Source: an optimization exercise on an open RTL-to-GDS flow (aim: small area and a short achievable clock period). Production flows keep margins and buffers that such runs may drop. Only simulation tests tie the RTL to the original design; equivalence was not proved. The flow treats the clock pin as an ideal source. Dropping or thinning the clock tree relies on that and would not hold on a real chip.

## the previous run
==> flow/design.v (excerpt) <==
module pattern_top (
	input  logic        clk_usb,
	input  logic        reset_i,
	input  logic [2:0]  ctl_i,
	input  logic [15:0] usb_data_i,
	input  logic        trigger_i,
	output logic [15:0] dout_o,
	output logic        dvalid_o,
	output logic        load_done_o
);
Size in the first run: roughly 2200 cells after synthesis, ~1200 flip-flops, ~40 I/O pins, ~42000 sq um of cells after synthesis.
clock: 4.0 ns
lec_check: 0
abc_clock_period_in_ps: 1700
cap_margin: 20
core_margin: 2
core_utilization: 55
cts_cluster_diameter: 100
cts_cluster_size: 25
setup_slack_margin: 2.4
slew_margin: 20
standard.sh (not shown) runs the stock make flow with config.mk's settings and CLKGATE_MAP_FILE= SYNTH_SCRIPT=/design/flow/synth_recipe.tcl, a recipe that flattens the netlist after the stock synthesis.
==> flow/flow/run.sh <==
#!/bin/bash
# The standard layout, except that the clock tree is built by
# flow/cts_hook.tcl: clock port -> 4 root inverters -> leaf inverters -> flops
# (two inversions, so every flop sees the clock's rising edge).
set -o pipefail
export PRE_CTS_TCL=$PWD/flow/cts_hook.tcl
# plain buffers (not delay cells) on the ports
export BUFFER_PORTS_ARGS="-buffer_cell sky130_fd_sc_hd__buf_2"
export MYCTS_LEAVES=${MYCTS_LEAVES:-60}
export MYCTS_ROOTS=${MYCTS_ROOTS:-4}
export MYCTS_LEAF_CELL=${MYCTS_LEAF_CELL:-sky130_fd_sc_hd__clkinv_8}
export MYCTS_ROOT_CELL=${MYCTS_ROOT_CELL:-sky130_fd_sc_hd__clkinv_16}
bash standard.sh > standard_flow.log 2>&1
st=$?
cp orfs/logs/sky130hd/pattern_top/base/4_1_cts.log cts_step.log 2>/dev/null
exit $st
Other scripts of this flow, unchanged in this note and not shown: flow/flow/cts_hook.tcl, flow/flow/mytree.tcl
The flow did not stop early for the previous run: all stages ran, and the layout cleared the timing, design-rule and antenna checks.
What the current run does differently from the previous run at the input level:
--- a/flow/config.mk
+++ b/flow/config.mk
@@ -13,3 +13,3 @@
 export CTS_CLUSTER_SIZE = 25
-export SETUP_SLACK_MARGIN = 2.4
+export SETUP_SLACK_MARGIN = 2.34
 export SLEW_MARGIN = 20
Findings:
Diff the previous run..the current run | synthesized-area fraction occupied by xor and xnor cells | unchanged. Status: final period demand of the worst path parity (the current run, the previous run). There was hardly any difference in arrival time of data at the critical path endpoint between the previous run and the current run. Number of cells on the worst hold path: the previous run vs the current run identical. Diff the previous run -> the current run | detailed router's first-iteration violation count | up slightly.
No run of this note takes its clock network from TritonCTS; it comes from the design's own scripts or RTL.

---

Setup of middle:
pattern_top, a different RTL version from the one above (not shown whole).
For scale: about 2200 cells after synthesis, about 1200 flip-flops, about 41000 um2 of cells after synthesis.
Design pattern_top, start of the top module:
module pattern_top (
	input  logic        clk_usb,
	input  logic        reset_i,
	input  logic [2:0]  ctl_i,
	input  logic [15:0] usb_data_i,
	input  logic        trigger_i,
	output logic [15:0] dout_o,
	output logic        dvalid_o,
	output logic        load_done_o
);
	logic        c_data_q, c_addr_q, c_pat_q;
	logic [15:0] word_q;
	always_ff @(posedge clk_usb) begin
		if (reset_i) begin
			c_data_q <= 1'b0;
			c_addr_q <= 1'b0;
			c_pat_q  <= 1'b0;
		end else begin
			c_data_q <= (ctl_i == 3'b010);
			c_addr_q <= (ctl_i == 3'b110);
			c_pat_q  <= (ctl_i == 3'b011);
		end
	end
	always_ff @(posedge clk_usb) word_q <= usb_data_i;
	logic [1:0] pend_lo_q;
	logic       pend_nz_q;
	logic       load_reset_q, load_enable_q;
	logic [1:0] last_q;
	always_ff @(posedge clk_usb) begin
		if (reset_i) begin
			pend_lo_q <= 2'd0;
			pend_nz_q <= 1'b0;
		end else if (c_data_q) begin
			pend_lo_q <= word_q[1:0];
			pend_nz_q <= |word_q;
		end
	end
	always_ff @(posedge clk_usb) begin
		if (reset_i) begin
			load_reset_q  <= 1'b0;
			load_enable_q <= 1'b0;
			last_q        <= 2'd0;
		end else if (c_addr_q) begin
			if (word_q == 16'd30) last_q        <= pend_lo_q;
			if (word_q == 16'd31) load_reset_q  <= pend_nz_q;
			if (word_q == 16'd32) load_enable_q <= pend_lo_q[0];
		end
	end
	logic [5:0]  pos_q;
	logic        done_q;        
	logic        done_n_q;      
	logic [15:0] wr_row_q;
	logic [3:0]  wr_pat_q;
	logic [15:0] wr_data_q;
	logic        accept;
	assign accept = c_pat_q && load_enable_q && !load_reset_q && done_n_q;
	always_ff @(posedge clk_usb) begin
		if (reset_i || load_reset_q) begin
			pos_q    <= 6'd0;
			done_q   <= 1'b0;
			done_n_q <= 1'b1;
			wr_row_q <= 16'd0;
		end else begin
			wr_row_q <= accept ? (16'd1 << pos_q[3:0]) : 16'd0;
			done_q <= !done_n_q;
			if (accept) begin
				pos_q <= pos_q + 6'd1;
				if (pos_q[3:0] == 4'd15) begin
					done_q   <= (pos_q[5:4] == last_q);
					done_n_q <= (pos_q[5:4] != last_q);
				end
			end
		end
  ...
==> flow/config.mk <==
export PLATFORM = sky130hd
export DESIGN_NAME = pattern_top
export DESIGN_NICKNAME = pattern_top
export VERILOG_FILES = /design/flow/design.v
export SDC_FILE = /design/flow/constraint.sdc
export NUM_CORES = 4
export LEC_CHECK = 0
export ABC_CLOCK_PERIOD_IN_PS = 1700
export CAP_MARGIN = 20
export CORE_MARGIN = 2
export CORE_UTILIZATION = 55
export CTS_CLUSTER_DIAMETER = 100
export CTS_CLUSTER_SIZE = 25
export SETUP_SLACK_MARGIN = 2.36
export SLEW_MARGIN = 20
==> flow/constraint.sdc <==
create_clock -name core_clock -period 4.0 [get_ports {clk_usb}]
set_input_delay 0.8000 -clock core_clock [delete_from_list [all_inputs] [get_ports {clk_usb}]]
set_output_delay 0.8000 -clock core_clock [all_outputs]
set_load 0.01 [all_outputs]
==> flow/flow/run.sh <==
#!/bin/bash
# The standard layout, except that the clock tree is built by
# flow/cts_hook.tcl: clock port -> 4 root inverters -> leaf inverters -> flops
# (two inversions, so every flop sees the clock's rising edge).
set -o pipefail
export PRE_CTS_TCL=$PWD/flow/cts_hook.tcl
export MYCTS_LEAVES=${MYCTS_LEAVES:-60}
export MYCTS_ROOTS=${MYCTS_ROOTS:-4}
export MYCTS_LEAF_CELL=${MYCTS_LEAF_CELL:-sky130_fd_sc_hd__clkinv_8}
export MYCTS_ROOT_CELL=${MYCTS_ROOT_CELL:-sky130_fd_sc_hd__clkinv_16}
bash standard.sh > standard_flow.log 2>&1
st=$?
cp orfs/logs/sky130hd/pattern_top/base/4_1_cts.log cts_step.log 2>/dev/null
exit $st
Other scripts of this flow, unchanged in this note and not shown: flow/flow/cts_hook.tcl, flow/flow/mytree.tcl
Here is what was changed in the inputs of north compared with middle.
Settings: changing SETUP_SLACK_MARGIN from 2.36 to 2.4.
[summary]
north has completed all stages; timing, DRC and antenna checks passed. Sort middle and north by sequential fraction of total cell area, ascending, and north comes first. Number of vias per cell sits lower in north than in middle. Worst hold margin essentially unchanged between middle and north. Looking only at global-route track usage on met1, and setting everything else aside, the higher value of middle and north goes to north. Going from middle to north, transition time at the pin with the least slew margin shrinks by 0.14 ns. Between middle and north, the difference in footprint of the flip-flops and latches is negligible. The startpoint of the most critical setup path comes out row_oh_q[4] in one run and row_oh_q[2] in the other, namely in north and middle respectively. In the reports for middle and north, the smaller layout-stage area growth over the synthesis result belongs to middle. As of north, cell area after layout had risen by a few percent compared to middle. Per the comparison of north with middle, wire length higher; global-route usage went up 0.39 points.
No run of this note takes its clock network from TritonCTS; it comes from the design's own scripts or RTL.

## static timing again, ports no longer ideal
In the flow no input, the clock included, has a driving cell. The finished layouts below were timed again as built, in two steps. Step 1 sets driving cells, clkbuf_16 on the clock port and buf_2 on the other inputs (assumed; they add their load-dependent delay and slew). Step 2 moves the port delays by t, midway between the first and last clock arrival at a register: inputs arrive t later, outputs are due t later. That takes back most of the time a late clock gives input paths. Slacks: no drivers / after step 1 / after step 2; pairs: no drivers / after step 1.
run | t, ns | setup slack, ns | clock arrival spread, ns
the previous run | 0.647 | 2.366 / 2.089 / 2.140 | 0.045 / 0.047
the current run | 0.643 | 2.364 / 2.085 / 2.046 | 0.056 / 0.057
middle | 0.641 | 2.255 / 2.088 / 2.067 | 0.041 / 0.041
north | 0.644 | 2.319 / 2.079 / 2.101 | 0.045 / 0.046
After both steps setup and hold are still met in every run listed. The setup slack of the current run, which loses most, moves by -0.279 ns with the drivers and by -0.318 ns with both steps.
